What follows belongs to an exercise in optimizing a design on an open flow for small area, a short achievable clock period and few clock cycles; a production flow would make more cautious choices. At most, simulation tests tie the RTL to the original design; equivalence was not proved. Only the layout flow was run in run 1; the RTL was not checked for function there. No activity file was given, so power comes from the tool's default toggle rates.

==> flow/design.v, too long to show whole: its modules and the start of the top module <==
// module srls_addsub: 538 lines
// module srls_add: 32 lines
// module srls_seq: 122 lines
// module srls_map: 96 lines
// module stereo_rms_level_smoother: 139 lines
module stereo_rms_level_smoother (
  input  wire logic                 clk,
  input  wire logic                 rst_n,
  input  wire logic                 in_valid,
  output logic                      in_stall,
  input  wire logic signed [15:0]   in_left_sample,
  input  wire logic signed [15:0]   in_right_sample,
  input  wire logic                 in_last_frame,
  output logic                      out_valid,
  input  wire logic                 out_stall,
  output logic [14:0]               out_rms_level,
  output logic [14:0]               out_smoothed_level,
  output logic [11:0]               out_radius,
  input  wire logic                 cfg_we,
  input  wire logic [2:0]           cfg_index,
  input  wire logic [15:0]          cfg_wdata
);
  // ...
==> flow/run.sh <==
#!/bin/bash
# synth_recipe.tcl (not shown) runs the flow's synth.tcl, then flattens the netlist and writes it again
# the make line also repeats each setting of config.mk as NAME=value (left out here)
make -C /OpenROAD-flow-scripts/flow DESIGN_CONFIG=/design/flow/config.mk WORK_HOME=/design/flow/orfs CLKGATE_MAP_FILE= SYNTH_SCRIPT=/design/flow/synth_recipe.tcl finish
==> flow/config.mk <==
export PLATFORM = sky130hd
export DESIGN_NAME = stereo_rms_level_smoother
export DESIGN_NICKNAME = stereo_rms_level_smoother
export VERILOG_FILES = /design/flow/design.v
export SDC_FILE = /design/flow/constraint.sdc
export NUM_CORES = 4
export LEC_CHECK = 0
export CAP_MARGIN = 20
export CORE_MARGIN = 2
export CORE_UTILIZATION = 40
export SLEW_MARGIN = 20
==> flow/constraint.sdc <==
create_clock -name core_clock -period 12.0 [get_ports {clk}]
set_input_delay 2.4000 -clock core_clock [delete_from_list [all_inputs] [get_ports {clk}]]
set_output_delay 2.4000 -clock core_clock [all_outputs]
set_load 0.01 [all_outputs]
==> results.sh, run 1 <==
export IMPL_grt_pass1_wl_um=121000
export IMPL_layout_setup_ws_ns=6.89
export IMPL_total_power_mw=5.01
export IMPL_ios=101
export IMPL_cts_buffers=48
export IMPL_numPortBuffers=100
export IMPL_slowest_stage="clkinv_1"
export IMPL_synth_flop_cell="dfxtp_1"
export IMPL_worstHoldStart="cfg_th[0]$_SDFFE_PN0P_"
export IMPL_ys_top_cells_by_count="nand2_1, inv_1, fa_1"
export IMPL_synthArstFlopShare_pct=0
export IMPL_rrSetupSlack_ns=7.41
export IMPL_antenna_cells=1
export IMPL_status="finished clean"
export IMPL_nNetsFinal=4084
export IMPL_areaGrowthSynthToFinish_pct=11.5
export IMPL_p_seq_mw=1.74
export IMPL_ctsRootBufferMaster="clkbuf_16"
export IMPL_p_seq_share_pct=34.8
export IMPL_syn_avg_cell_area_um2=9.08
export IMPL_met3_usage_pct=2.41
export IMPL_cts_hold_buf=0
export IMPL_start_util_pct=40.4
export IMPL_p_comb_share_pct=34.6
export IMPL_slew_viol_final=0
export IMPL_synth_xor_area_share_pct=5.67
==> module srls_seq, before the edit <==
module srls_seq (
  input  wire logic        clk,
  input  wire logic        rst_n,
  input  wire logic        start,
  input  wire logic        closed_n,
  input  wire logic [37:0] sum,
  input  wire logic [8:0]  n,
  input  wire logic [15:0] w,
  input  wire logic [14:0] s_prev,
  input  wire logic        b_idle,
  input  wire logic        b_idle_n,
  input  wire logic        ov,
  input  wire logic        ov_n,
  input  wire logic        out_stall,
  output logic             ready,
  output logic             ready_n,
  output logic             ready2_n,
  output logic             xfer,
  output logic             pre,
  output logic [14:0]      rms,
  output logic [14:0]      smoothed
);
  logic        busy, done;
  logic [4:0]  cnt;
  logic [29:0] dq;
  logic [9:0]  dr;
  logic [8:0]  nd;
  logic [1:0]  qp;
  logic [18:0] sr;
  logic [14:0] root;
  logic [30:0] acc;
  logic        busy_n, done_n, start_n;
  logic [4:0]  cnt_n;
  logic        step;
  logic [9:0]  x1, x2, y1;
  logic [18:0] sx, sy;
  logic        sbit, rbit, sbit_r;
  logic [15:0] sp;
  logic [16:0] hadd;
  assign step = busy && !done;
  assign pre  = done && b_idle;
  assign xfer = pre && (!ov || !out_stall);
  assign busy_n   = rst_n && (start || (busy && !xfer));
  assign done_n   = rst_n && !start && busy && !xfer && (done || cnt == 5'd16);
  assign cnt_n    = start ? 5'd0 : (step ? cnt + 5'd1 : cnt);
  assign ready_n  = !busy_n || (done_n && b_idle_n && !ov_n);
  assign start_n  = closed_n && ready_n;
  assign ready2_n = !start_n && (!busy_n || ((done_n || cnt_n == 5'd16) && b_idle_n && !ov_n));
  always_ff @(posedge clk) begin
    busy  <= busy_n;
    done  <= done_n;
    ready <= ready_n;
  end
  logic        sx_co, acc_co;
  logic [11:0] y4, ca, cb;
  logic [10:0] nd3;
  assign y1 = {dr[8:0], dq[29]};
  assign x1 = 10'(({y1, 1'b1} + {{1'b0, nd} ^ {10{!dr[9]}}, !dr[9]}) >> 1);
  assign y4 = {dr, dq[29], dq[28]};
  assign ca = 12'(({y4, 1'b1} + {dr[9] ? {1'b0, nd3} : ~{3'b0, nd}, !dr[9]}) >> 1);
  assign cb = 12'(({y4, 1'b1} + {dr[9] ? {3'b0, nd} : ~{1'b0, nd3}, !dr[9]}) >> 1);
  assign x2 = (ca[9:0] & {10{x1[9]}}) | (cb[9:0] & {10{!x1[9]}});
  assign sy = {sr[16:0], qp};
  srls_add #(19) u_sx (
    .a  (sy),
    .b  ({{2'b0, root} ^ {17{!sr[18]}}, 1'b1, sr[18]}),
    .ci (!sr[18]),
    .s  (sx),
    .co (sx_co)
  );
  assign rbit = root[0];
  assign sp   = {1'b0, s_prev};
  assign sbit = sp[4'(5'd15 - cnt)];
  always_comb begin
    case ({rbit, sbit_r})
      2'b10:   hadd = {1'b0, w};
      2'b01:   hadd = {1'b0, ~w};
      2'b11:   hadd = 17'h10000;
      default: hadd = '0;
    endcase
  end
  logic [30:0] acc_n;
  logic [17:0] acc_lo;
  logic [13:0] acc_hi1;
  assign acc_lo = 18'(({1'b0, acc[15:0], 1'b0, 1'b1} + {1'b0, hadd, (sbit_r && !rbit)}) >> 1);
  srls_add #(14) u_acc (
    .a  (acc[29:16]),
    .b  (14'd0),
    .ci (1'b1),
    .s  (acc_hi1),
    .co (acc_co)
  );
  assign acc_n = {acc_lo[17] ? acc_hi1 : acc[29:16], acc_lo[16:0]};
  always_ff @(posedge clk) begin
    if (start) begin
      dr   <= {3'b0, sum[37:31]};
      dq   <= sum[30:1];
      nd   <= n;
      nd3  <= 11'(n) + {1'b0, n, 1'b0};
      qp   <= 2'b00;
      sr   <= '0;
      root <= '0;
      acc  <= 31'd1;
      cnt  <= '0;
    end else if (step) begin
      cnt    <= cnt_n;
      sbit_r <= sbit;
      dr     <= x2;
      dq     <= {dq[27:0], 2'b00};
      qp     <= {!x1[9], !x2[9]};
      if (!cnt[4]) begin
        sr   <= sx;
        root <= {root[13:0], !sx[18]};
      end
      if (cnt >= 5'd2) begin
        acc <= acc_n;
      end
    end
  end
  assign rms      = root;
  assign smoothed = acc[30:16];
endmodule
==> run 2, diff against run 1 <==
--- a/flow/design.v
+++ b/flow/design.v
@@ -602,7 +602,7 @@
   output logic [14:0]      rms,
   output logic [14:0]      smoothed
 );
-  logic        busy, done;
+  logic        busy, done, dfull, sready;
   logic [4:0]  cnt;
   logic [29:0] dq;
   logic [9:0]  dr;
@@ -611,27 +611,34 @@
   logic [18:0] sr;
   logic [14:0] root;
   logic [30:0] acc;
-  logic        busy_n, done_n, start_n;
+  logic        busy_n, done_n, dfull_n, load_n, run_n;
   logic [4:0]  cnt_n;
-  logic        step;
+  logic        step, dstep, go, sready_n;
   logic [9:0]  x1, x2, y1;
   logic [18:0] sx, sy;
   logic        sbit, rbit, sbit_r;
   logic [15:0] sp;
   logic [16:0] hadd;
-  assign step = busy && !done;
-  assign pre  = done && b_idle;
-  assign xfer = pre && (!ov || !out_stall);
-  assign busy_n   = rst_n && (start || (busy && !xfer));
-  assign done_n   = rst_n && !start && busy && !xfer && (done || cnt == 5'd16);
-  assign cnt_n    = start ? 5'd0 : (step ? cnt + 5'd1 : cnt);
-  assign ready_n  = !busy_n || (done_n && b_idle_n && !ov_n);
-  assign start_n  = closed_n && ready_n;
-  assign ready2_n = !start_n && (!busy_n || ((done_n || cnt_n == 5'd16) && b_idle_n && !ov_n));
+  assign step  = busy && !done;
+  assign dstep = step && cnt <= 5'd14;
+  assign pre   = done && b_idle;
+  assign xfer  = pre && (!ov || !out_stall);
+  assign go    = sready && (start || (dfull && !step));
+  assign busy_n   = rst_n && (go || (busy && !xfer));
+  assign done_n   = rst_n && !go && busy && !xfer && (done || cnt == 5'd16);
+  assign cnt_n    = go ? 5'd0 : (step ? cnt + 5'd1 : cnt);
+  assign dfull_n  = rst_n && (start || (dfull && !(dstep && cnt == 5'd14)));
+  assign sready_n = !busy_n || (done_n && b_idle_n && !ov_n);
+  assign run_n    = busy_n && !done_n;
+  assign ready_n  = !dfull_n;
+  assign load_n   = closed_n && !dfull_n;
+  assign ready2_n = !load_n && (!dfull_n || (run_n && cnt_n == 5'd14));
+  assign ready    = !dfull;
   always_ff @(posedge clk) begin
-    busy  <= busy_n;
-    done  <= done_n;
-    ready <= ready_n;
+    busy   <= busy_n;
+    done   <= done_n;
+    dfull  <= dfull_n;
+    sready <= sready_n;
   end
   logic        sx_co, acc_co;
   logic [11:0] y4, ca, cb;
@@ -675,10 +682,17 @@
   assign acc_n = {acc_lo[17] ? acc_hi1 : acc[29:16], acc_lo[16:0]};
   always_ff @(posedge clk) begin
     if (start) begin
-      dr   <= {3'b0, sum[37:31]};
-      dq   <= sum[30:1];
-      nd   <= n;
-      nd3  <= 11'(n) + {1'b0, n, 1'b0};
+      dr  <= {3'b0, sum[37:31]};
+      dq  <= sum[30:1];
+      nd  <= n;
+      nd3 <= 11'(n) + {1'b0, n, 1'b0};
+    end else if (dstep) begin
+      dr  <= x2;
+      dq  <= {dq[27:0], 2'b00};
+    end
+  end
+  always_ff @(posedge clk) begin
+    if (go) begin
       qp   <= 2'b00;
       sr   <= '0;
       root <= '0;
@@ -687,8 +701,6 @@
     end else if (step) begin
       cnt    <= cnt_n;
       sbit_r <= sbit;
-      dr     <= x2;
-      dq     <= {dq[27:0], 2'b00};
       qp     <= {!x1[9], !x2[9]};
       if (!cnt[4]) begin
         sr   <= sx;
==> run 2 against run 1 <==
Effect of this change:
- critical path depth rose by 8
- synthesized area barely moved
- design area rose by 0.25%
- clock skew rose by 0.0022 ns
- critical path type is now reg -> reg
- largest cell class unchanged
==> results.sh, run 2 <==
export IMPL_status="finished clean"
export IMPL_path_clk_slew_ns=0.06
export IMPL_clk_path_buf_depth=3
export IMPL_syn_avg_cell_area_um2=9.09
export IMPL_rsz0062_at_grt="no"
export IMPL_viasPerCell=5.04
export IMPL_hold_viol=0
export IMPL_ctsRootBufferMaster="clkbuf_16"
export IMPL_ios=101
export IMPL_synth_enable_flop_cells=113
export IMPL_start_util_pct=40.4
export IMPL_rrSetupSlack_ns=7.54
export IMPL_synth_seq_cells=406
export IMPL_finalInstanceArea_mm2=0.0351
export IMPL_layout_min_cycle_time_ns=4.46
export IMPL_setup_viol=0
export IMPL_intPower_mw=3.35
export IMPL_drt_wirelength_per_cell_um=16.2
export IMPL_cts_hold_buf=0
export IMPL_synth_fa_ha_area_share_pct=28.6
export IMPL_worstSetupPathType="reg -> reg"
export IMPL_antenna_cells=0
export IMPL_clock_latency_ns=0.60
export IMPL_maxCapViolCount=0
export IMPL_crit_path_max_fanout=17
export IMPL_netlist_area_mm2=0.0314
export IMPL_num_rows=102
export IMPL_syn_inst=3452
export IMPL_final_cell_mix="nand2_1, inv_1, fa_1"
export IMPL_hold_class="reg -> reg"
export IMPL_power_leakage_nw=14.9
export IMPL_r2r_end="u_map.pr[25]$_DFFE_PP_"
export IMPL_cp_arrival_ns=4.80
export IMPL_cts_buffers=48
export IMPL_cts_resized_gates=0
export IMPL_firstDrtPassIters=6
export IMPL_critical_path_startpoint="u_map.pr[1]$_DFFE_PP_"
export IMPL_synth_most_common_cell="nand2_1"
export IMPL_yosys_area_top_type="dfxtp_1"
export IMPL_p_comb_share_pct=34.1
export IMPL_drc=0
export IMPL_finalCritPeriodShare_pct=37.2
export IMPL_cts_tree="yes"
export IMPL_yosys_warnings=10
export IMPL_synthArstFlopShare_pct=0
export IMPL_ff2ff_path_depth=17
export IMPL_grt_total_usage_pct=18.5
export IMPL_numPortBuffers=100
export IMPL_hpwl_um=54800
export IMPL_largest_reg_flops=38
export IMPL_grt_pass1_wl_um=122000
export IMPL_whs_ns=0.454
export IMPL_synth_nets=4051
export IMPL_r2r_start="u_map.pr[1]$_DFFE_PP_"
export IMPL_htree_levels=2
export IMPL_via_count=23000
export IMPL_nNetsFinal=4079
export IMPL_grt_pass1_vias=23000
export IMPL_p_seq_share_pct=34.7
export IMPL_finalWirelength_um=73600
export IMPL_powerDensity_mw_per_mm2=146
export IMPL_slew_viol_final=0
export IMPL_cp_required_ns=12.33
export IMPL_synth_area_mux_share_pct=1.14
export IMPL_die_w_um=284
export IMPL_netSwitchingPower_mw=1.76
export IMPL_gp_congestion=0.823
export IMPL_drt_iter0_markers=1236
export IMPL_ys_seq_area_share_pct=29.5
export IMPL_coreArea_mm2=0.0776
export IMPL_synthSimpleGateAreaFrac_pct=16.4
export IMPL_synth_top_family_by_area="adder cells"
export IMPL_irDropWorstVdd_uv=104
export IMPL_areaGrowthSynthToFinish_pct=11.8
export IMPL_swShare_pct=34.5
export IMPL_grt_max_degree=70
export IMPL_synth_xor_area_share_pct=5.69
export IMPL_ant_nets=0
export IMPL_crit_path_start_kind="flip-flop"
export IMPL_max_freq_ghz=0.224
export IMPL_critPathCapture="u_map.pr[25]$_DFFE_PP_"
export IMPL_largest_register="sum_r"
export IMPL_synth_compound_area_share_pct=12.1
export IMPL_endpoint_kind="flip-flop"
export IMPL_drive_gt1_share_pct=4.23
export IMPL_place_area_mm2=0.0333
export IMPL_cts_setup_buffers=0
export IMPL_antenna_found_initial=0
export IMPL_n_fill_cell=7608
export IMPL_ys_types=74
export IMPL_clock_sinks=406
export IMPL_grt_ovfl_total=0
export IMPL_die_area_mm2=0.0807
export IMPL_skew_ns=0.0310
export IMPL_slew_limit_headroom_pct=32.6
export IMPL_synth_area_top_cells="dfxtp_1, fa_1, edfxtp_1"
export IMPL_clkPwrFrac_pct=31.1
export IMPL_fin_tns_setup_ns=0
export IMPL_dieHeight_um=284
export IMPL_final_common_cell="nand2_1"
export IMPL_synth_flop_cell="dfxtp_1"
export IMPL_ys_top_cells_by_count="nand2_1, inv_1, dfxtp_1, fa_1, ha_1"
export IMPL_top_regs="sum_r x38, carry_r x37, u_level.acc x31"
export IMPL_worst_pin_slew_ns=1.00
export IMPL_synth_top_cell_area_share_pct=18.7
[run 2: cell types whose count changed after synthesis, sizes merged, moves of 10 or more]
cell / change
xnor2: -11
o21a: +10
a21oi: +24
nor3: -11
nand3: -12
clkbuf: +10
xor2: +12
inv: -13
o221a: -10
[run 2: through the flow]
step	setup slack (ns)	power [mW]	instances	util (%)
after floorplan	7.95	3.15	3452	-
after global placement	7.38	3.53	4470	43.0
after detailed placement	7.38	3.56	4470	43.0
after CTS	7.50	5.17	4559	45.2
after global routing	7.15	5.49	4559	45.2
final	7.54	5.11	4559	45.2
[run 2: kinds of logic after synthesis]
group	Yosys count
adders and majority gates	542
buffers and inverters	546
xor gates and xnor gates	204
and+or+nand+nor	1106
AOI/OAI and AO/OA	615
muxes	33
DFF	406
[run 2: routing by layer]
metal	GRT usage, %	share of wire, %
met5	0	0
met2	30.6	46
met1	25.5	47
met3	2.52	4.9
met4	4.70	2.2
[run 2: power groups by stage]
stage / Clock (mW) / Sequential [mW] / Combinational (mW)
after global placement: 0 / 1.80 / 1.73
after global routing: 1.68 / 1.80 / 2.01
after detailed placement: 0 / 1.80 / 1.75
after CTS: 1.63 / 1.78 / 1.76
after floorplan: 0 / 1.71 / 1.44
final: 1.59 / 1.78 / 1.74
[run 2: cell type report]
cell class,instances,area [µm²],share of cell area (%)
multi-input combinational,2500,20100,57.3
clock inverter,18,219,0.624
sequential,406,9260,26.4
inverter,402,1510,4.30
timing repair buffer,122,1170,3.32
tap,1040,1300,3.71
clock buffer,71,1520,4.32
[run 2: worst min path at each step]
stage	cells past startpoint	to	slack, ns	startpoint
floorplan	0	u_map.out_rms[0]$_DFFE_PP_	0.40	u_level.root[0]$_SDFFE_PP0P_
global placement	2	cfg_th[0]$_SDFFE_PN0P_	0.44	cfg_th[0]$_SDFFE_PN0P_
detailed placement	2	cfg_th[0]$_SDFFE_PN0P_	0.45	cfg_th[0]$_SDFFE_PN0P_
CTS	2	cfg_th[0]$_SDFFE_PN0P_	0.45	cfg_th[0]$_SDFFE_PN0P_
global route	2	cfg_th[0]$_SDFFE_PN0P_	0.46	cfg_th[0]$_SDFFE_PN0P_
finish	2	cfg_th[0]$_SDFFE_PN0P_	0.45	cfg_th[0]$_SDFFE_PN0P_
[run 2: critical path, cell delays in order (launching register included)]
cell and delay (ns):
edfxtp_1 0.84, nand2_1 0.17, fa_1 0.58, inv_1 0.06, ha_1 0.28, a21o_1 0.18
a21o_1 0.20, a21o_1 0.21, nand3_1 0.09, nand2_1 0.07, nand4_1 0.13, a31oi_1 0.14
a21boi_0 0.36, inv_1 0.10, fa_1 0.38, xor2_1 0.17, nor3_1 0.16, a221oi_1 0.07
Testbench counts of run 2, summed over its fixed seeds: cycles 6,944.
==> module srls_map, before the edit <==
module srls_map (
  input  wire logic        clk,
  input  wire logic        rst_n,
  input  wire logic        pre,
  input  wire logic        load,
  input  wire logic [14:0] rms,
  input  wire logic [14:0] smoothed,
  input  wire logic [14:0] th,
  input  wire logic [14:0] d,
  input  wire logic [11:0] lo,
  input  wire logic [11:0] hi,
  input  wire logic        out_stall,
  output logic             idle,
  output logic             idle_n,
  output logic             out_valid,
  output logic             ov_n,
  output logic [14:0]      out_rms,
  output logic [14:0]      out_sm,
  output logic [11:0]      out_rad
);
  logic        busy, above, ovf, neg;
  logic [4:0]  cnt;
  logic [27:0] pr;
  logic        fin, busy_n;
  logic [11:0] amag, dhl, dlh;
  logic [15:0] h;
  logic [14:0] dm, ab_s;
  logic [17:0] t, m0, m1, m2, cs_s, cs_c;
  logic [15:0] ov;
  logic [16:0] x1, y1;
  logic [13:0] rs;
  logic [11:0] rad;
  logic        dhl_co, dlh_co, dm_co, t_co, ov_co, ab_co;
  assign fin    = busy && ((cnt == 5'd0 && !above) || cnt == 5'd18);
  assign busy_n = rst_n && (load || (busy && !fin));
  assign ov_n   = rst_n && (fin || (out_valid && out_stall));
  assign idle   = !busy;
  assign idle_n = !busy_n;
  always_ff @(posedge clk) begin
    neg <= hi < lo;
  end
  srls_add #(12) u_dhl (.a(hi), .b(~lo), .ci(1'b1), .s(dhl), .co(dhl_co));
  srls_add #(12) u_dlh (.a(lo), .b(~hi), .ci(1'b1), .s(dlh), .co(dlh_co));
  assign amag = neg ? dlh : dhl;
  srls_add #(15) u_dm (.a(d), .b({15{1'b1}}), .ci(1'b0), .s(dm), .co(dm_co));
  assign h = neg ? {2'b0, dm[14:1]} : {2'b0, d[14:1]};
  srls_add #(15) u_ab (.a(th), .b(~smoothed), .ci(1'b1), .s(ab_s), .co(ab_co));
  assign m0   = {2'b0, pr[27:12]};
  assign m1   = pr[0] ? {3'b0, out_sm} : 18'd0;
  assign m2   = pr[1] ? {2'b0, out_sm, 1'b0} : 18'd0;
  assign cs_s = m0 ^ m1 ^ m2;
  assign cs_c = (m0 & m1) | (m0 & m2) | (m1 & m2);
  srls_add #(18) u_t (.a(cs_s), .b({cs_c[16:0], 1'b0}), .ci(1'b0), .s(t), .co(t_co));
  srls_add #(16) u_ov (.a(pr[27:12]), .b(~{1'b0, d}), .ci(1'b1), .s(ov), .co(ov_co));
  assign y1 = {pr[27:12], pr[11]};
  assign x1 = 17'(({y1, 1'b1} + {{2'b0, d} ^ {17{!pr[27]}}, !pr[27]}) >> 1);
  assign rs = 14'(({14'(lo), 1'b1} + {14'(pr[11:0]) ^ {14{neg}}, neg}) >> 1);
  always_comb begin
    if (ovf)          rad = neg ? 12'd0 : 12'd4095;
    else if (rs[13])  rad = 12'd0;
    else if (rs[12])  rad = 12'd4095;
    else              rad = rs[11:0];
  end
  always_ff @(posedge clk) begin
    busy      <= busy_n;
    out_valid <= ov_n;
    if (!rst_n) begin
      out_sm <= '0;
    end else if (load) begin
      out_sm <= smoothed;
    end
    if (load) begin
      out_rms <= rms;
    end
  end
  always_ff @(posedge clk) begin
    if (pre) begin
      cnt   <= '0;
      above <= !ab_co;
      pr    <= {h, amag};
    end else if (busy) begin
      cnt <= cnt + 5'd1;
      if (cnt <= 5'd5) begin
        pr <= {t, pr[11:2]};
      end else begin
        pr <= {x1[15:0], pr[10:0], !x1[16]};
      end
      if (cnt == 5'd6) begin
        ovf <= ov_co;
      end
      if (fin) begin
        out_rad <= above ? rad : lo;
      end
    end
  end
endmodule
==> run 3, diff against run 2 <==
--- a/flow/design.v
+++ b/flow/design.v
@@ -746,7 +746,7 @@
   logic [16:0] x1, y1;
   logic [13:0] rs;
   logic [11:0] rad;
-  logic        dhl_co, dlh_co, dm_co, t_co, ov_co, ab_co;
+  logic        dhl_co, dlh_co, dm_co, ov_co, ab_co;
   assign fin    = busy && ((cnt == 5'd0 && !above) || cnt == 5'd18);
   assign busy_n = rst_n && (load || (busy && !fin));
   assign ov_n   = rst_n && (fin || (out_valid && out_stall));
@@ -766,7 +766,7 @@
   assign m2   = pr[1] ? {2'b0, out_sm, 1'b0} : 18'd0;
   assign cs_s = m0 ^ m1 ^ m2;
   assign cs_c = (m0 & m1) | (m0 & m2) | (m1 & m2);
-  srls_add #(18) u_t (.a(cs_s), .b({cs_c[16:0], 1'b0}), .ci(1'b0), .s(t), .co(t_co));
+  assign t    = cs_s + {cs_c[16:0], 1'b0};
   srls_add #(16) u_ov (.a(pr[27:12]), .b(~{1'b0, d}), .ci(1'b1), .s(ov), .co(ov_co));
   assign y1 = {pr[27:12], pr[11]};
   assign x1 = 17'(({y1, 1'b1} + {{2'b0, d} ^ {17{!pr[27]}}, !pr[27]}) >> 1);
--- a/flow/config.mk
+++ b/flow/config.mk
@@ -7,5 +7,5 @@
 export LEC_CHECK = 0
 export CAP_MARGIN = 20
 export CORE_MARGIN = 2
-export CORE_UTILIZATION = 40
+export CORE_UTILIZATION = 60
 export SLEW_MARGIN = 20
==> run 3 against run 2 <==
Effect of this change:
- still clean on timing, DRC and antenna
- synthesized area rose by 0.53%
- total power shrank 4.9%
- register-to-register slack barely moved
- clock skew is 0.013 ns lower
- utilization is 21 points higher
- die area decreased by 33%
- cell count down 6.8%
- fmax hardly changed
- design area decreased by 1.4%
- sequential cell count is the same
- worst hold slack improved by 0.0030 ns
- setup slack lost 0.0014 ns
- critical path type unchanged
- critical endpoint is now carry_r[14]$_DFF_P_
==> results.sh, run 3 <==
export IMPL_crit_top_cell="fa_1"
export IMPL_drt_iter0_markers=1415
export IMPL_largest_register="sum_r"
export IMPL_numPortBuffers=100
export IMPL_die_w_um=233
export IMPL_synth_most_common_cell="nand2_1"
export IMPL_cp_required_ns=12.48
export IMPL_coreArea_mm2=0.0522
export IMPL_ys_seq_area_share_pct=29.3
export IMPL_synth_top_cell_area_share_pct=18.6
export IMPL_netlist_area_mm2=0.0316
export IMPL_start_util_pct=60.4
export IMPL_largest_reg_flops=38
export IMPL_yosys_area_top_type="dfxtp_1"
export IMPL_grt_pass1_vias=25100
export IMPL_final_common_cell="nand2_1"
export IMPL_drt_wirelength_per_cell_um=18.1
export IMPL_num_rows=84
export IMPL_synth_enable_flop_cells=113
export IMPL_grt_ovfl_total=0
export IMPL_grt_pass1_wl_um=126000
export IMPL_fin_tns_setup_ns=0
export IMPL_nNetsFinal=4112
export IMPL_grt_total_usage_pct=29.0
export IMPL_layout_min_cycle_time_ns=4.47
export IMPL_viasPerCell=5.67
export IMPL_drc=0
export IMPL_hpwl_um=57800
export IMPL_multi_input_area_mm2=0.0203
export IMPL_hold_end="u_level.acc[13]$_SDFFE_PP0P_"
export IMPL_ys_top_cells_by_count="nand2_1, inv_1, dfxtp_1"
export IMPL_syn_avg_cell_area_um2=9.04
export IMPL_cts_hold_buf=0
export IMPL_synthArstFlopShare_pct=0
export IMPL_maxCapViolCount=0
export IMPL_slowest_delay_ns=0.53
export IMPL_setup_viol=0
export IMPL_clock_latency_ns=0.60
export IMPL_worstSetupPathType="reg -> reg"
export IMPL_drive_gt1_share_pct=3.74
export IMPL_rrSetupSlack_ns=7.53
export IMPL_ctsRootBufferMaster="clkbuf_16"
export IMPL_cts_buffers=48
export IMPL_slowest_stage="fa_1"
export IMPL_finalCritPeriodShare_pct=37.2
export IMPL_r2r_end="carry_r[14]$_DFF_P_"
export IMPL_min_path_cells=2
export IMPL_slew_limit_headroom_pct=30.8
export IMPL_via_count=24100
export IMPL_hold_viol=0
export IMPL_powerDensity_mw_per_mm2=141
export IMPL_gp_congestion=0.889
export IMPL_ant_nets=0
export IMPL_placedCellCount=4157
export IMPL_crit_path_start_kind="flip-flop"
export IMPL_synth_nets=4084
export IMPL_yosys_warnings=9
export IMPL_endpoint_kind="flip-flop"
export IMPL_cp_cell_sequence="nand2b_2, inv_1, buf_4, nor2_4, buf_4, nand2_1, fa_1, fa_1, fa_1, fa_1, inv_1, fa_1"
export IMPL_cts_tree="yes"
export IMPL_cts_setup_buffers=0
export IMPL_antenna_found_initial=0
export IMPL_cp_arrival_ns=4.94
export IMPL_power_leakage_nw=14.8
export IMPL_finalWirelength_um=76900
export IMPL_regArea_mm2=0.00926
export IMPL_dieHeight_um=233
export IMPL_htree_levels=2
export IMPL_fin_cells=4248
export IMPL_ys_types=70
export IMPL_max_freq_ghz=0.224
export IMPL_crit_path_max_fanout=54
export IMPL_irDropWorstVdd_uv=120
export IMPL_status="finished clean"
export IMPL_ios=101
export IMPL_final_cell_mix="nand2_1, inv_1, dfxtp_1"
export IMPL_clk_path_buf_depth=3
export IMPL_skew_ns=0.0180
export IMPL_rsz0062_at_grt="no"
export IMPL_pre_cts_ws_ns=7.31
export IMPL_place_area_mm2=0.0331
export IMPL_worst_pin_slew_ns=1.03
export IMPL_top_regs="sum_r x38, carry_r x37, u_level.acc x31"
export IMPL_grt_max_degree=74
export IMPL_layout_setup_ws_ns=7.53
export IMPL_die_area_mm2=0.0544
export IMPL_r2r_start="u_level.dfull$_DFF_P_"
export IMPL_path_clk_slew_ns=0.06
export IMPL_antenna_cells=0
export IMPL_clock_sinks=406
export IMPL_worstHoldStart="u_level.acc[13]$_SDFFE_PP0P_"
export IMPL_finalInstanceArea_mm2=0.0346
export IMPL_cts_resized_gates=0
export IMPL_synth_seq_cells=406
export IMPL_synth_flop_cell="dfxtp_1"
export IMPL_hold_class="reg -> reg"
export IMPL_synth_area_top_cells="dfxtp_1, fa_1, edfxtp_1"
export IMPL_areaGrowthSynthToFinish_pct=9.57
export IMPL_firstDrtPassIters=5
export IMPL_n_fill_cell=4358
export IMPL_syn_inst=3492
export IMPL_slew_viol_final=0
export IMPL_ff2ff_path_depth=12
## run 3: changes by cell type in the layout (fill, tap and decap cells not counted), moves of 7 or more
cell      delta
nor2_1      +38
a21oi_1     -23
and2_1      +22
nand2b_1    +20
inv_1       -14
o21ai_0     -13
a22oi_1     +11
a211oi_1    +10
or3_1        +8
clkbuf_1     +7
clkbuf_8     -7
nor3_1       -7
## run 3: cell type report
cell class	count	area share [%]
multi-input combinational	2553	58.8
sequential	406	26.8
inverter	388	4.22
clock buffer	65	3.75
timing repair buffer	123	3.45
tap	688	2.49
clock inverter	25	0.547
## run 3: power breakdown
part | total, mW | switching (mW) | internal, mW
Combinational | 1.70 | 0.949 | 0.747
Clock | 1.41 | 0.619 | 0.787
Sequential | 1.76 | 0.174 | 1.58
## run 3: cell families (layout without fill, tap and decap cells)
kind of cell,count (synthesis),after routing,share of synthesized area (%)
DFF,406,406,29.3
xor gates and xnor gates,208,208,5.77
and+or+nand+nor,1164,1164,17.2
AOI/OAI and AO/OA,612,612,12.1
adders and majority gates,535,535,28.0
muxes,34,34,1.16
buffers and inverters,533,601,6.38
## run 3: worst max-delay path, delay by kind of cell, from the launching register on
kind / cells / cell delay [ns]
flip-flops: 1 / 0.46
adder cells (fa/ha/maj): 5 / 2.35
buffers and inverters: 4 / 0.86
AND/OR/NAND/NOR: 3 / 0.62
## run 3: how the worst max path moves through the flow
stage / cells past startpoint / end / slack (ns) / start
detailed placement: 4 / u_map.out_rms[3]$_DFFE_PP_ / 7.31 / out_stall
global placement: 4 / u_map.out_rms[13]$_DFFE_PP_ / 7.38 / out_stall
global route: 12 / carry_r[19]$_DFF_P_ / 7.28 / u_level.dfull$_DFF_P_
floorplan: 9 / rm_r[14]$_SDFF_PN0_ / 7.99 / in_right_sample[0]
CTS: 12 / carry_r[14]$_DFF_P_ / 7.53 / u_level.dfull$_DFF_P_
finish: 12 / carry_r[14]$_DFF_P_ / 7.53 / u_level.dfull$_DFF_P_
## run 3: stage by stage
stage                     hold WS, ns  total power [mW]  utilization (%)
after floorplan                 0.421              3.06                -
after global placement          0.441              3.40             63.3
after detailed placement        0.451              3.47             63.3
after CTS                       0.459              4.89             66.1
after global routing            0.480              5.20             66.2
final                           0.457              4.86             66.2
## run 3: per-layer routing
metal | part of all wire, % | vias to the layer above | global-route usage, %
met4 | 3.8 | 0 | 11.3
met1 | 43 | 11800 | 36.2
met3 | 5.0 | 174 | 3.64
met5 | 0 | - | 0
li1 | - | 11500 | -
met2 | 48 | 598 | 51.2
Testbench counts of run 3, summed over its fixed seeds: cycles 6,944.
==> run 4, diff against run 3 <==
--- a/flow/config.mk
+++ b/flow/config.mk
@@ -5,7 +5,7 @@
 export SDC_FILE = /design/flow/constraint.sdc
 export NUM_CORES = 4
 export LEC_CHECK = 0
-export CAP_MARGIN = 20
+export CAP_MARGIN = 85
 export CORE_MARGIN = 2
-export CORE_UTILIZATION = 60
-export SLEW_MARGIN = 20
+export CORE_UTILIZATION = 40
+export SLEW_MARGIN = 85
==> run 4 against run 3 <==
Effect of this change:
- worst hold slack is essentially flat
- register-to-register slack worse by 3.0 ns
- die area up 49%
- routed wire length grew 1.3%
- sequential share of layout area decreased by 2.3 points
- clock power grew 11%
- utilization is 17 points lower
- sequential power barely moved
- clock-buffer cell count grew 9
- sequential cell count unchanged
- via count is 0.54% higher
- non-clock buffer count is 168 higher
==> results.sh, run 4 <==
export IMPL_ys_top_cells_by_count="nand2_1, inv_1, dfxtp_1"
export IMPL_drt_iter0_markers=1172
export IMPL_slowest_delay_ns=0.52
export IMPL_ios=101
export IMPL_num_rows=102
export IMPL_fin_cells=4773
export IMPL_ys_types=70
export IMPL_grt_max_degree=40
export IMPL_gp_congestion=0.830
export IMPL_power_leakage_nw=16.2
export IMPL_crit_path_start_kind="flip-flop"
export IMPL_final_cell_mix="nand2_1, inv_1, fa_1"
export IMPL_synth_seq_cells=406
export IMPL_grt_pass1_wl_um=128000
export IMPL_ant_nets=0
export IMPL_finalWirelength_um=77900
export IMPL_grt_total_usage_pct=19.2
export IMPL_largest_register="sum_r"
export IMPL_intPower_mw=3.57
export IMPL_slew_limit_headroom_pct=85.2
export IMPL_drc=0
export IMPL_hpwl_um=60500
export IMPL_critPathTopFamily="buffers and inverters"
export IMPL_layout_min_cycle_time_ns=7.48
export IMPL_start_util_pct=40.6
export IMPL_synthSimpleGateAreaFrac_pct=17.2
export IMPL_synth_top_family_by_area="adder cells"
export IMPL_n_fill_cell=7114
export IMPL_drt_wirelength_per_cell_um=16.3
export IMPL_cp_arrival_ns=7.96
export IMPL_nNetsFinal=4282
export IMPL_synth_area_top_cells="dfxtp_1, fa_1, edfxtp_1"
export IMPL_synth_most_common_cell="nand2_1"
export IMPL_swShare_pct=34.5
export IMPL_maxCapViolCount=0
export IMPL_synth_enable_flop_cells=113
export IMPL_slowest_stage="clkdlybuf4s50_1"
export IMPL_htree_levels=2
export IMPL_placedCellCount=4643
export IMPL_hold_viol=0
export IMPL_synthArstFlopShare_pct=0
export IMPL_synth_area_mux_share_pct=1.16
export IMPL_areaGrowthSynthToFinish_pct=22.4
export IMPL_syn_avg_cell_area_um2=9.04
export IMPL_synth_flop_cell="dfxtp_1"
export IMPL_endpoint_kind="flip-flop"
export IMPL_rsz0062_at_grt="no"
export IMPL_regArea_mm2=0.00947
export IMPL_p_seq_share_pct=32.1
export IMPL_grt_ovfl_total=0
export IMPL_cp_required_ns=12.48
export IMPL_setup_viol=0
export IMPL_cts_buffers=50
export IMPL_syn_inst=3492
export IMPL_synth_nets=4084
export IMPL_p_comb_share_pct=39.1
export IMPL_ys_seq_area_share_pct=29.3
export IMPL_yosys_warnings=9
export IMPL_synth_top_cell_area_share_pct=18.6
export IMPL_drive_gt1_share_pct=15.6
export IMPL_cts_tree="yes"
export IMPL_max_freq_ghz=0.134
export IMPL_yosys_area_top_type="dfxtp_1"
export IMPL_powerDensity_mw_per_mm2=141
export IMPL_cts_setup_buffers=0
export IMPL_slew_viol_final=0
export IMPL_numPortBuffers=100
export IMPL_synth_compound_area_share_pct=12.1
export IMPL_final_common_cell="nand2_1"
export IMPL_hold_class="reg -> reg"
export IMPL_crit_top_cell="clkdlybuf4s50_1"
export IMPL_grt_pass1_vias=24500
export IMPL_whs_ns=0.458
export IMPL_ctsRootBufferMaster="clkbuf_16"
export IMPL_total_power_mw=5.45
export IMPL_die_w_um=285
export IMPL_crit_path_max_fanout=17
export IMPL_clock_sinks=406
export IMPL_cts_resized_gates=0
export IMPL_finalCritPeriodShare_pct=62.3
export IMPL_skew_ns=0.0330
export IMPL_fin_tns_setup_ns=0
export IMPL_coreArea_mm2=0.0777
export IMPL_clkPwrFrac_pct=28.9
export IMPL_firstDrtPassIters=5
export IMPL_pre_cts_ws_ns=5.94
export IMPL_multi_input_area_mm2=0.0219
export IMPL_synth_fa_ha_area_share_pct=28.0
export IMPL_dieHeight_um=285
export IMPL_clk_path_buf_depth=3
export IMPL_antenna_found_initial=0
export IMPL_layout_setup_ws_ns=4.52
export IMPL_top_regs="sum_r x38, carry_r x37, u_level.acc x31"
export IMPL_synth_xor_area_share_pct=5.77
export IMPL_irDropWorstVdd_uv=107
export IMPL_viasPerCell=5.07
export IMPL_die_area_mm2=0.0811
export IMPL_clock_latency_ns=0.60
export IMPL_worst_pin_slew_ns=0.218
export IMPL_netlist_area_mm2=0.0316
export IMPL_via_count=24200
export IMPL_path_clk_slew_ns=0.06
export IMPL_worstSetupPathType="reg -> reg"
export IMPL_status="finished clean"
export IMPL_path_buf_inv=13
export IMPL_cts_hold_buf=0
export IMPL_cp_cell_sequence="buf_8, buf_8, nand2_1, o21ai_1, ha_2, nor4b_2, clkdlybuf4s50_1, a2111oi_4, clkdlybuf4s50_1, clkdlybuf4s50_1, clkdlybuf4s50_1, clkdlybuf4s50_1, clkdlybuf4s50_1, clkdlybuf4s50_1, clkdlybuf4s50_1, clkdlybuf4s50_1, clkdlybuf4s50_1, clkdlybuf4s50_1, o211ai_1, a21oi_1, a21oi_1"
export IMPL_largest_reg_flops=38
export IMPL_netSwitchingPower_mw=1.88
[run 4: cell counts after synthesis]
No cell type changed its count.
[run 4: power by group through the flow]
stage,registers [mW],logic (mW),clock network [mW]
2_1_floorplan,1.70,1.36,0
3_5_place_dp,1.78,1.95,0
5_1_grt,1.77,2.41,1.66
6_report,1.75,2.13,1.57
3_3_place_gp,1.78,1.64,0
4_1_cts,1.75,1.96,1.62
[run 4: kinds of logic after synthesis]
logic type	after synthesis
xor gates and xnor gates	208
and+or+nand+nor	1164
buffers and inverters	533
adders and majority gates	535
DFF	406
AOI/OAI and AO/OA	612
muxes	34
[run 4: per-stage QoR]
step / util, % / area, µm²
global route: 49.7 / 38600
floorplan: - / 31600
CTS: 48.4 / 37600
global placement: 43.1 / 33500
finish: 49.7 / 38600
detailed placement: 46.2 / 35900
[run 4: worst register-to-register path: stages (launching register included)]
cell             delay, ns
dfxtp_1               0.34
buf_8                 0.12
buf_8                 0.19
nand2_1               0.08
o21ai_1               0.11
ha_2                  0.37
nor4b_2               0.19
clkdlybuf4s50_1       0.47
a2111oi_4             0.27
clkdlybuf4s50_1       0.52
clkdlybuf4s50_1       0.48
clkdlybuf4s50_1       0.48
clkdlybuf4s50_1       0.48
clkdlybuf4s50_1       0.48
clkdlybuf4s50_1       0.47
clkdlybuf4s50_1       0.49
clkdlybuf4s50_1       0.48
clkdlybuf4s50_1       0.48
clkdlybuf4s50_1       0.49
o211ai_1              0.09
a21oi_1               0.19
a21oi_1               0.09
[run 4: path summary, 6_finish.rpt]
path | startpoint | endpoint | slack (ns) | cells past startpoint
min | u_level.sr[5]$_SDFFE_PP0P_ | u_level.sr[5]$_SDFFE_PP0P_ | 0.46 | 2
max | u_level.dr[9]$_SDFFE_PP0P_ | u_level.dr[8]$_SDFFE_PP0P_ | 4.52 | 21
min reg2reg | u_level.sr[5]$_SDFFE_PP0P_ | u_level.sr[5]$_SDFFE_PP0P_ | 0.46 | 2
max reg2reg | u_level.dr[9]$_SDFFE_PP0P_ | u_level.dr[8]$_SDFFE_PP0P_ | 4.52 | 21
[run 4: final cells by class]
cell class	instances	share of cell area, %
diodes	1	0.00648
clock buffers	74	3.96
clock inverters	20	0.538
inverters	388	3.80
multi-input cells	2553	56.6
flip-flops and latches	406	24.5
well taps	1040	3.37
repair buffers	291	7.22
[run 4: layer usage]
metal	track usage, %	vias to the layer above	share of wire [%]
li1	-	11900	-
met1	25.5	11700	45
met2	32.5	518	47
met3	2.63	132	5.0
met4	5.92	0	3.0
met5	0	-	0
==> run 5, diff against run 4 <==
--- a/flow/config.mk
+++ b/flow/config.mk
@@ -5,7 +5,7 @@
 export SDC_FILE = /design/flow/constraint.sdc
 export NUM_CORES = 4
 export LEC_CHECK = 0
-export CAP_MARGIN = 85
+export CAP_MARGIN = 20
 export CORE_MARGIN = 2
 export CORE_UTILIZATION = 40
-export SLEW_MARGIN = 85
+export SLEW_MARGIN = 20
==> run 5 against run 4 <==
Effect of this change:
- fmax grew 74%
- highest routed layer unchanged
- global-route usage shrank 0.51 points
- via count shrank 3.8%
- cell count shrank 3.5%
- clock power grew 3%
- combinational power shrank 23%
- setup slack gained 3.2 ns
- die area is the same
- largest cell class unchanged
- sequential share of layout area grew 1.7 points
- worst hold slack lost 0.0032 ns
- still clean on timing, DRC and antenna
==> results.sh, run 5 <==
export IMPL_hold_viol=0
export IMPL_r2r_start="u_map.pr[1]$_DFFE_PP_"
export IMPL_max_freq_ghz=0.233
export IMPL_p_comb_share_pct=32.9
export IMPL_synth_flop_cell="dfxtp_1"
export IMPL_slew_limit_headroom_pct=30.4
export IMPL_irDropWorstVdd_uv=109
export IMPL_worstSetupPathType="reg -> reg"
export IMPL_power_leakage_nw=14.9
export IMPL_rsz0062_at_grt="no"
export IMPL_clock_sinks=406
export IMPL_r2r_end="u_map.pr[25]$_DFFE_PP_"
export IMPL_setup_viol=0
export IMPL_cts_buffers=50
export IMPL_critical_path_startpoint="u_map.pr[1]$_DFFE_PP_"
export IMPL_slew_viol_final=0
export IMPL_top_regs="sum_r x38, carry_r x37, u_level.acc x31"
export IMPL_largest_register="sum_r"
export IMPL_cp_cell_sequence="and2_1, fa_1, ha_1, inv_1, fa_1, nor2b_1, o21ai_0, a21boi_0, o211ai_1, a21o_1, a31oi_1, a31o_2, xnor2_1, a311oi_1"
export IMPL_drt_iter0_markers=1243
export IMPL_whs_ns=0.454
export IMPL_skew_ns=0.0587
export IMPL_drc=0
export IMPL_crit_path_max_fanout=17
export IMPL_ff2ff_path_depth=14
export IMPL_hpwl_um=55300
export IMPL_dieHeight_um=285
export IMPL_largest_reg_flops=38
export IMPL_drive_gt1_share_pct=4.26
export IMPL_synth_top_cell_area_share_pct=18.6
export IMPL_slowest_stage="edfxtp_1"
export IMPL_syn_inst=3492
export IMPL_min_path_cells=2
export IMPL_nNetsFinal=4116
export IMPL_worstHoldStart="u_level.sr[5]$_SDFFE_PP0P_"
export IMPL_n_fill_cell=7539
export IMPL_areaGrowthSynthToFinish_pct=11.8
export IMPL_powerDensity_mw_per_mm2=142
export IMPL_final_common_cell="nand2_1"
export IMPL_ant_nets=0
export IMPL_grt_pass1_wl_um=124000
export IMPL_antenna_found_initial=1
export IMPL_status="finished clean"
export IMPL_layout_min_cycle_time_ns=4.29
export IMPL_numPortBuffers=100
export IMPL_grt_total_usage_pct=18.7
export IMPL_synth_seq_cells=406
export IMPL_path_clk_slew_ns=0.06
export IMPL_grt_pass1_vias=23400
export IMPL_cts_tree="yes"
export IMPL_p_seq_share_pct=34.9
export IMPL_via_count=23300
export IMPL_crit_path_start_kind="flip-flop"
export IMPL_synth_most_common_cell="nand2_1"
export IMPL_grt_ovfl_total=0
export IMPL_num_rows=102
export IMPL_synth_area_top_cells="dfxtp_1, fa_1, edfxtp_1"
export IMPL_clk_path_buf_depth=3
export IMPL_gp_congestion=0.830
export IMPL_endpoint_kind="flip-flop"
export IMPL_cp_arrival_ns=4.65
export IMPL_cts_setup_buffers=0
export IMPL_intPower_mw=3.28
export IMPL_cts_resized_gates=0
export IMPL_ys_top_cells_by_count="nand2_1, inv_1, dfxtp_1"
export IMPL_die_w_um=285
export IMPL_ios=101
export IMPL_start_util_pct=40.6
export IMPL_synthArstFlopShare_pct=0
export IMPL_rrSetupSlack_ns=7.71
export IMPL_finalCritPeriodShare_pct=35.8
export IMPL_finalWirelength_um=75100
export IMPL_cts_hold_buf=0
export IMPL_slowest_delay_ns=0.74
export IMPL_worst_pin_slew_ns=1.04
export IMPL_ctsRootBufferMaster="clkbuf_16"
export IMPL_crit_top_cell="fa_1"
export IMPL_yosys_area_top_type="dfxtp_1"
export IMPL_die_area_mm2=0.0811
export IMPL_htree_levels=2
export IMPL_hold_class="reg -> reg"
export IMPL_antenna_cells=0
export IMPL_clkPwrFrac_pct=32.2
export IMPL_netlist_area_mm2=0.0316
export IMPL_fin_tns_setup_ns=0
export IMPL_synth_enable_flop_cells=113
export IMPL_ys_types=70
export IMPL_viasPerCell=5.05
export IMPL_firstDrtPassIters=5
export IMPL_maxCapViolCount=0
export IMPL_netSwitchingPower_mw=1.75
export IMPL_yosys_warnings=9
export IMPL_swShare_pct=34.8
export IMPL_clock_latency_ns=0.63
export IMPL_hold_end="u_level.sr[5]$_SDFFE_PP0P_"
export IMPL_grt_max_degree=74
export IMPL_coreArea_mm2=0.0777
export IMPL_synth_nets=4084
export IMPL_final_cell_mix="nand2_1, inv_1, dfxtp_1"
export IMPL_drt_wirelength_per_cell_um=16.3
export IMPL_syn_avg_cell_area_um2=9.04
export IMPL_ys_seq_area_share_pct=29.3
export IMPL_cp_required_ns=12.36
[run 5: cell count changes in the layout (fill, tap and decap cells not counted), moves of 36 or more]
cell     previous run  this run
buf_2              36         0
dfxtp_2            57         1
dfxtp_1           199       292
o21ai_0            74       127
dfxtp_4            37         0
buf_8              39         0
[run 5: worst max-delay path by stage]
stage          cells past startpoint  slack, ns                      to
2_1_floorplan                      9       7.99     rm_r[14]$_SDFF_PN0_
3_3_place_gp                      10       7.45     rm_r[14]$_SDFF_PN0_
3_5_place_dp                      10       7.43     rm_r[14]$_SDFF_PN0_
4_1_cts                           10       7.70     carry_r[14]$_DFF_P_
5_1_grt                           14       7.45  u_map.pr[25]$_DFFE_PP_
6_report                          14       7.71  u_map.pr[25]$_DFFE_PP_
[run 5: metrics by stage]
| stage | util (%) | total power, mW | instances | instance area [µm²] | worst slack, ns |
|---|---|---|---|---|---|
| 3_3_place_gp | 43.1 | 3.42 | 4512 | 33500 | 7.45 |
| 4_1_cts | 45.4 | 5.07 | 4606 | 35300 | 7.70 |
| 6_report | 45.4 | 5.02 | 4606 | 35300 | 7.71 |
| 5_1_grt | 45.4 | 5.40 | 4606 | 35300 | 7.45 |
| 3_5_place_dp | 43.1 | 3.44 | 4512 | 33500 | 7.43 |
| 2_1_floorplan | - | 3.06 | 3492 | 31600 | 7.99 |
[run 5: cells by family (layout without fill, tap and decap cells)]
kind of cell	count (synthesis)	in the layout	synth area share, %
adder cells (fa/ha/maj)	535	535	28.0
flip-flops	406	406	29.3
AO/OA/AOI/OAI	612	612	12.1
AND/OR/NAND/NOR	1164	1164	17.2
buffers and inverters	533	607	6.38
multiplexers	34	34	1.16
XOR/XNOR	208	208	5.77
[run 5: critical path: cells and delay by family, from the launching register on]
family | cells | cell delay (ns)
fa+ha+maj | 3 | 1.07
xor+xnor | 1 | 0.12
flops | 1 | 0.74
compound gates | 7 | 1.55
buf+inv | 1 | 0.06
simple gates | 2 | 0.45
[run 5: routing by layer]
layer | share of wire, % | track usage (%) | vias up
met2 | 46 | 30.8 | 443
met4 | 2.7 | 5.61 | 0
met1 | 47 | 25.6 | 11200
met3 | 4.7 | 2.59 | 123
li1 | - | - | 11500
met5 | 0 | 0 | -
[run 5: power by group through the flow]
stage / combinational [mW] / sequential [mW] / clock [mW]
after floorplan: 1.36 / 1.70 / 0
after global placement: 1.64 / 1.78 / 0
after detailed placement: 1.65 / 1.78 / 0
after CTS: 1.67 / 1.75 / 1.65
after global routing: 1.91 / 1.78 / 1.71
final: 1.65 / 1.75 / 1.62
[run 5: layout make-up]
| cell class | count | area [µm²] | share of cell area (%) |
|---|---|---|---|
| clock buffers | 59 | 1370 | 3.88 |
| multi-input cells | 2553 | 20300 | 57.6 |
| well taps | 1040 | 1300 | 3.69 |
| repair buffers | 125 | 1190 | 3.37 |
| flip-flops and latches | 406 | 9260 | 26.2 |
| inverters | 388 | 1460 | 4.13 |
| clock inverters | 35 | 397 | 1.12 |
==> run 6, diff against run 5 <==
--- a/flow/config.mk
+++ b/flow/config.mk
@@ -5,7 +5,7 @@
 export SDC_FILE = /design/flow/constraint.sdc
 export NUM_CORES = 4
 export LEC_CHECK = 0
-export CAP_MARGIN = 20
+export CAP_MARGIN = 60
 export CORE_MARGIN = 2
 export CORE_UTILIZATION = 40
-export SLEW_MARGIN = 20
+export SLEW_MARGIN = 60
==> run 6 against run 5 <==
Effect of this change:
- still clean on timing, DRC and antenna
- non-clock buffer count grew 7
- die area is the same
- critical path type is now reg -> out
- register-to-register slack gained 0.30 ns
- total power shrank 1.1%
- fmax grew 3.7%
- cell count grew 0.15%
- via count grew 0.58%
- global-route usage shrank 0.086 points
- critical endpoint is now out_smoothed_level[14]
- setup slack gained 0.15 ns
- utilization grew 0.15 points
- sequential power is essentially flat
==> results.sh, run 6 <==
export IMPL_status="finished clean"
export IMPL_largest_reg_flops=38
export IMPL_dieHeight_um=285
export IMPL_worst_pin_slew_ns=0.582
export IMPL_die_w_um=285
export IMPL_path_buf_inv=1
export IMPL_drt_wirelength_per_cell_um=16.2
export IMPL_n_fill_cell=7546
export IMPL_rsz0062_at_grt="no"
export IMPL_skew_ns=0.0343
export IMPL_placedCellCount=4517
export IMPL_coreArea_mm2=0.0777
export IMPL_slowest_delay_ns=0.61
export IMPL_viasPerCell=5.08
export IMPL_synth_area_top_cells="dfxtp_1, fa_1, edfxtp_1"
export IMPL_nNetsFinal=4123
export IMPL_cts_resized_gates=0
export IMPL_critPathTopFamily="buffers and inverters"
export IMPL_cts_setup_buffers=0
export IMPL_drive_gt1_share_pct=5.46
export IMPL_top_regs="sum_r x38, carry_r x37, u_level.acc x31"
export IMPL_yosys_warnings=9
export IMPL_synth_seq_cells=406
export IMPL_ys_types=70
export IMPL_hpwl_um=55600
export IMPL_firstDrtPassIters=5
export IMPL_areaGrowthSynthToFinish_pct=12.2
export IMPL_syn_avg_cell_area_um2=9.04
export IMPL_grt_ovfl_total=0
export IMPL_grt_pass1_vias=23500
export IMPL_syn_inst=3492
export IMPL_ctsRootBufferMaster="clkbuf_16"
export IMPL_largest_register="sum_r"
export IMPL_cp_required_ns=9.60
export IMPL_crit_path_start_kind="flip-flop"
export IMPL_grt_max_degree=74
export IMPL_numPortBuffers=100
export IMPL_num_rows=102
export IMPL_antenna_found_initial=0
export IMPL_gp_congestion=0.830
export IMPL_finalWirelength_um=74900
export IMPL_cp_cell_sequence="clkdlybuf4s50_1"
export IMPL_htree_levels=2
export IMPL_clk_path_buf_depth=3
export IMPL_max_freq_ghz=0.242
export IMPL_hold_class="reg -> reg"
export IMPL_ant_nets=0
export IMPL_hold_viol=0
export IMPL_start_util_pct=40.6
export IMPL_ios=101
export IMPL_path_clk_slew_ns=0.06
export IMPL_final_common_cell="nand2_1"
export IMPL_synth_top_cell_area_share_pct=18.6
export IMPL_via_count=23400
export IMPL_drt_iter0_markers=1189
export IMPL_netlist_area_mm2=0.0316
export IMPL_die_area_mm2=0.0811
export IMPL_synth_flop_cell="dfxtp_1"
export IMPL_setup_viol=0
export IMPL_yosys_area_top_type="dfxtp_1"
export IMPL_final_cell_mix="nand2_1, inv_1, fa_1"
export IMPL_maxCapViolCount=0
export IMPL_worstSetupPathType="reg -> out"
export IMPL_cp_arrival_ns=1.74
export IMPL_cts_buffers=50
export IMPL_drc=0
export IMPL_slew_viol_final=0
export IMPL_grt_total_usage_pct=18.6
export IMPL_endpoint_kind="output port"
export IMPL_slew_limit_headroom_pct=61.1
export IMPL_fin_cells=4613
export IMPL_final_core_util_pct=45.6
export IMPL_synth_nets=4084
export IMPL_synthArstFlopShare_pct=0
export IMPL_powerDensity_mw_per_mm2=140
export IMPL_layout_min_cycle_time_ns=4.14
export IMPL_clock_latency_ns=0.61
export IMPL_cts_tree="yes"
export IMPL_cts_hold_buf=0
export IMPL_irDropWorstVdd_uv=99.3
export IMPL_power_leakage_nw=15.0
export IMPL_grt_pass1_wl_um=124000
export IMPL_crit_path_max_fanout=5
export IMPL_fin_tns_setup_ns=0
export IMPL_clock_sinks=406
export IMPL_synth_enable_flop_cells=113
export IMPL_finalCritPeriodShare_pct=34.5
export IMPL_ys_top_cells_by_count="nand2_1, inv_1, dfxtp_1"
export IMPL_slowest_stage="clkdlybuf4s50_1"
export IMPL_ys_seq_area_share_pct=29.3
export IMPL_synth_most_common_cell="nand2_1"
run 6: cell counts after synthesis:
Identical to the previous run, type by type.
run 6: routing by layer:
metal	share of wire, %	up-vias	global-route usage [%]
met5	0	-	0
met4	2.4	0	5.28
met3	4.6	127	2.84
met2	46	431	30.9
met1	47	11300	25.2
li1	-	11500	-
run 6: final timing paths:
path	slack, ns	to	start	depth (start not counted)
worst max register to register	8.01	u_map.pr[25]$_DFFE_PP_	u_map.pr[0]$_DFFE_PP_	14
worst min-delay path	0.45	u_level.sr[5]$_SDFFE_PP0P_	u_level.sr[5]$_SDFFE_PP0P_	2
worst max-delay path	7.86	out_smoothed_level[14]	u_map.out_sm[14]$_SDFFE_PN0P_	1
worst min register to register	0.45	u_level.sr[5]$_SDFFE_PP0P_	u_level.sr[5]$_SDFFE_PP0P_	2
run 6: cells by family after synthesis:
| family | count (synthesis) | share of synthesized area [%] |
|---|---|---|
| AO/OA/AOI/OAI | 612 | 12.1 |
| multiplexers | 34 | 1.16 |
| AND/OR/NAND/NOR | 1164 | 17.2 |
| buffers and inverters | 533 | 6.38 |
| flip-flops | 406 | 29.3 |
| adder cells (fa/ha/maj) | 535 | 28.0 |
| XOR/XNOR | 208 | 5.77 |
run 6: layout make-up:
type,count,area [µm²],area share [%]
multi-input combinational,2553,20400,57.5
sequential,406,9300,26.3
inverter,388,1460,4.12
clock buffer,67,1400,3.95
tap,1040,1300,3.68
timing repair buffer,132,1290,3.64
clock inverter,26,299,0.845
antenna,1,2.50,0.00707
run 6: power by group:
part | switching [mW] | internal [mW]
clock | 0.625 | 0.931
sequential | 0.168 | 1.59
combinational | 0.914 | 0.743
run 6: per-stage QoR:
| stage | hold WS, ns | power (mW) | setup WS, ns | cell area [µm²] |
|---|---|---|---|---|
| after floorplan | 0.421 | 3.06 | 7.99 | 31600 |
| after global placement | 0.447 | 3.42 | 7.45 | 33500 |
| after detailed placement | 0.448 | 3.44 | 7.42 | 33700 |
| after CTS | 0.456 | 5.02 | 7.81 | 35400 |
| after global routing | 0.474 | 5.34 | 7.70 | 35400 |
| final | 0.454 | 4.97 | 7.86 | 35400 |
==> run 7, diff against run 6 <==
==> flow/flow/run.sh (new file) <==
#!/bin/bash
# The standard layout, with the port buffers made of plain buffers
# (sky130_fd_sc_hd__buf_2) instead of the resizer's default choice.
set -euo pipefail
export BUFFER_PORTS_ARGS="-buffer_cell sky130_fd_sc_hd__buf_2"
bash standard.sh > standard.log 2>&1
==> flow/standard.sh (new file) <==
#!/bin/bash
# synth_recipe.tcl (not shown) runs the flow's synth.tcl, then flattens the netlist and writes it again
# the make line also repeats each setting of config.mk as NAME=value (left out here)
make -C /OpenROAD-flow-scripts/flow DESIGN_CONFIG=/design/flow/config.mk WORK_HOME=/design/flow/orfs CLKGATE_MAP_FILE= SYNTH_SCRIPT=/design/flow/synth_recipe.tcl "${@:-finish}"
removed: flow/run.sh
==> run 7 against run 6 <==
Effect of this change:
- still clean on timing, DRC and antenna
- largest cell class unchanged
- critical path type is now reg -> reg
- via count decreased by 0.66%
- largest power group unchanged
- total power decreased by 0.70%
- clock skew decreased by 0.0031 ns
- synthesized area unchanged
==> results.sh, run 7 <==
export IMPL_die_area_mm2=0.0811
export IMPL_syn_inst=3492
export IMPL_synthArstFlopShare_pct=0
export IMPL_final_cell_mix="nand2_1, inv_1, fa_1"
export IMPL_grt_pass1_wl_um=123000
export IMPL_ys_types=70
export IMPL_p_seq_share_pct=35.8
export IMPL_cts_hold_buf=0
export IMPL_num_rows=102
export IMPL_swShare_pct=34.7
export IMPL_coreArea_mm2=0.0777
export IMPL_final_common_cell="nand2_1"
export IMPL_drt_iter0_markers=1287
export IMPL_clk_path_buf_depth=3
export IMPL_worst_pin_slew_ns=0.557
export IMPL_clkPwrFrac_pct=30.9
export IMPL_r2r_start="u_map.pr[0]$_DFFE_PP_"
export IMPL_ant_nets=0
export IMPL_grt_pass1_vias=23200
export IMPL_via_count=23300
export IMPL_ys_top_cells_by_count="nand2_1, inv_1, dfxtp_1"
export IMPL_endpoint_kind="flip-flop"
export IMPL_skew_ns=0.0313
export IMPL_gp_congestion=0.842
export IMPL_largest_reg_flops=38
export IMPL_synth_enable_flop_cells=113
export IMPL_antenna_found_initial=0
export IMPL_htree_levels=2
export IMPL_synth_seq_cells=406
export IMPL_cts_tree="yes"
export IMPL_finalWirelength_um=74800
export IMPL_setup_viol=0
export IMPL_fin_tns_setup_ns=0
export IMPL_drt_wirelength_per_cell_um=16.2
export IMPL_cts_resized_gates=0
export IMPL_viasPerCell=5.05
export IMPL_max_freq_ghz=0.240
export IMPL_intPower_mw=3.22
export IMPL_netSwitchingPower_mw=1.71
export IMPL_slew_viol_final=0
export IMPL_clock_sinks=406
export IMPL_synth_flop_cell="dfxtp_1"
export IMPL_clock_latency_ns=0.62
export IMPL_maxCapViolCount=0
export IMPL_power_leakage_nw=15.0
export IMPL_grt_max_degree=74
export IMPL_hold_class="reg -> reg"
export IMPL_synth_area_top_cells="dfxtp_1, fa_1, edfxtp_1"
export IMPL_rsz0062_at_grt="no"
export IMPL_firstDrtPassIters=7
export IMPL_slew_limit_headroom_pct=62.9
export IMPL_cp_arrival_ns=4.50
export IMPL_yosys_area_top_type="dfxtp_1"
export IMPL_netlist_area_mm2=0.0316
export IMPL_synth_nets=4084
export IMPL_cp_required_ns=12.33
export IMPL_fin_cells=4606
export IMPL_dieHeight_um=285
export IMPL_placedCellCount=4516
export IMPL_r2r_end="u_map.pr[25]$_DFFE_PP_"
export IMPL_worstHoldStart="u_level.sr[5]$_SDFFE_PP0P_"
export IMPL_antenna_cells=0
export IMPL_min_path_cells=2
export IMPL_hpwl_um=55900
export IMPL_rrSetupSlack_ns=7.84
export IMPL_yosys_warnings=9
export IMPL_crit_path_max_fanout=10
export IMPL_hold_viol=0
export IMPL_nNetsFinal=4119
export IMPL_cts_setup_buffers=0
export IMPL_grt_ovfl_total=0
export IMPL_hold_end="u_level.sr[5]$_SDFFE_PP0P_"
export IMPL_ys_seq_area_share_pct=29.3
export IMPL_top_regs="sum_r x38, carry_r x37, u_level.acc x31"
export IMPL_numPortBuffers=100
export IMPL_start_util_pct=40.6
export IMPL_status="finished clean"
export IMPL_place_area_mm2=0.0331
export IMPL_ios=101
export IMPL_ff2ff_path_depth=15
export IMPL_path_clk_slew_ns=0.06
export IMPL_drc=0
export IMPL_die_w_um=285
export IMPL_layout_min_cycle_time_ns=4.16
export IMPL_irDropWorstVdd_uv=113
export IMPL_syn_avg_cell_area_um2=9.04
export IMPL_synth_most_common_cell="nand2_1"
export IMPL_cts_buffers=49
export IMPL_powerDensity_mw_per_mm2=142
export IMPL_largest_register="sum_r"
export IMPL_areaGrowthSynthToFinish_pct=10.4
export IMPL_crit_path_start_kind="flip-flop"
export IMPL_finalCritPeriodShare_pct=34.7
export IMPL_finalInstanceArea_mm2=0.0348
export IMPL_synth_top_cell_area_share_pct=18.6
export IMPL_drive_gt1_share_pct=8.16
export IMPL_grt_total_usage_pct=18.6
export IMPL_p_comb_share_pct=33.3
export IMPL_ctsRootBufferMaster="clkbuf_16"
export IMPL_worstSetupPathType="reg -> reg"
run 7: cell types whose count changed in the layout (fill, tap and decap cells not counted), moves of 3 or more:
cell | before | now
buf_2 | 0 | 100
clkdlybuf4s50_1 | 100 | 0
buf_4 | 24 | 21
bufinv_16 | 5 | 2
clkinv_2 | 12 | 9
clkinvlp_4 | 3 | 0
run 7: how the worst max path moves through the flow:
| stage | startpoint | end | slack [ns] |
|---|---|---|---|
| floorplan | in_right_sample[0] | rm_r[14]$_SDFF_PN0_ | 7.99 |
| global placement | in_right_sample[0] | rm_r[14]$_SDFF_PN0_ | 7.75 |
| detailed placement | in_right_sample[0] | rm_r[14]$_SDFF_PN0_ | 7.76 |
| CTS | u_level.dfull$_DFF_P_ | carry_r[16]$_DFF_P_ | 7.81 |
| global route | u_map.pr[0]$_DFFE_PP_ | u_map.pr[25]$_DFFE_PP_ | 7.56 |
| finish | u_map.pr[0]$_DFFE_PP_ | u_map.pr[25]$_DFFE_PP_ | 7.84 |
run 7: cell type report:
class | instances | area (µm²)
fillers | 7518 | 42900
multi-input cells | 2553 | 20400
flip-flops and latches | 406 | 9300
clock buffers | 70 | 1470
inverters | 388 | 1460
well taps | 1040 | 1300
repair buffers | 129 | 752
clock inverters | 20 | 210
run 7: power groups by stage:
stage	Sequential [mW]	Combinational [mW]	Clock [mW]
2_1_floorplan	1.70	1.36	0
3_3_place_gp	1.79	1.62	0
3_5_place_dp	1.79	1.64	0
4_1_cts	1.76	1.66	1.57
5_1_grt	1.79	1.90	1.63
6_report	1.77	1.64	1.53
run 7: worst max-delay path, cell delays in order (launching register included):
cell and delay [ns]:
edfxtp_1 0.56, buf_4 0.26, and2_1 0.19, fa_1 0.53
ha_1 0.16, inv_1 0.05, fa_1 0.40, nor2b_1 0.11
o21ai_0 0.15, a21boi_0 0.39, o211ai_1 0.16, a21o_1 0.22
a31oi_1 0.24, a31o_2 0.23, xnor2_1 0.12, a311oi_1 0.10
run 7: metal layers:
metal	up-vias	wire length, µm	GRT usage [%]	share of wire, %
li1	11500	-	-	-
met1	11100	35100	25.6	47
met2	493	34300	30.8	46
met3	86	3860	2.60	5.2
met4	0	1550	4.84	2.1
met5	-	0	0	0
run 7: kinds of logic (layout without fill, tap and decap cells):
group,count (synthesis),in the layout,synth area share [%]
xor+xnor,208,208,5.77
fa+ha+maj,535,535,28.0
flops,406,406,29.3
mux,34,34,1.16
compound gates,612,612,12.1
simple gates,1164,1164,17.2
buf+inv,533,607,6.38
run 7: through the flow:
step                      worst slack [ns]  utilization [%]  power (mW)  hold slack (ns)
after floorplan                       7.99                -        3.06            0.421
after global placement                7.75             42.5        3.41            0.446
after detailed placement              7.76             42.7        3.44            0.452
after CTS                             7.81             44.8        4.99            0.458
after global routing                  7.56             44.8        5.31            0.476
final                                 7.84             44.8        4.93            0.454

[re-timing with driven ports]
No port has a modelled driver above. Below, the same layouts with a new extraction and two added sets of constraints. Step 1 assumes that a clkbuf_16 drives the clock port and a buf_2 every other input. Step 2 adds t to the input delays and takes it off the output delays; t is the mean of the earliest and latest rising clock arrival at the registers after step 1. Input paths then give back, and output paths get back, about the clock's delay inside the block. a / b / c = ideal ports / drivers / drivers and shift; a / b = the first two.
run | t, ns | slack for setup (ns) | pins driven straight from the clock port
run 1 | 0.655 | 6.889 / 6.926 / 6.270 | 1
run 2 | 0.645 | 7.536 / 7.536 / 7.390 | 1
run 3 | 0.651 | 7.535 / 7.535 / 7.105 | 1
run 4 | 0.645 | 4.524 / 4.524 / 4.524 | 1
run 5 | 0.664 | 7.709 / 7.709 / 7.407 | 1
run 6 | 0.649 | 7.863 / 7.803 / 7.403 | 1
run 7 | 0.661 | 7.836 / 7.836 / 7.769 | 1
After both steps every run listed still meets setup and hold. For run 1, which loses most, drivers alone change the setup slack by +0.037 ns; drivers and shift together by -0.619 ns.
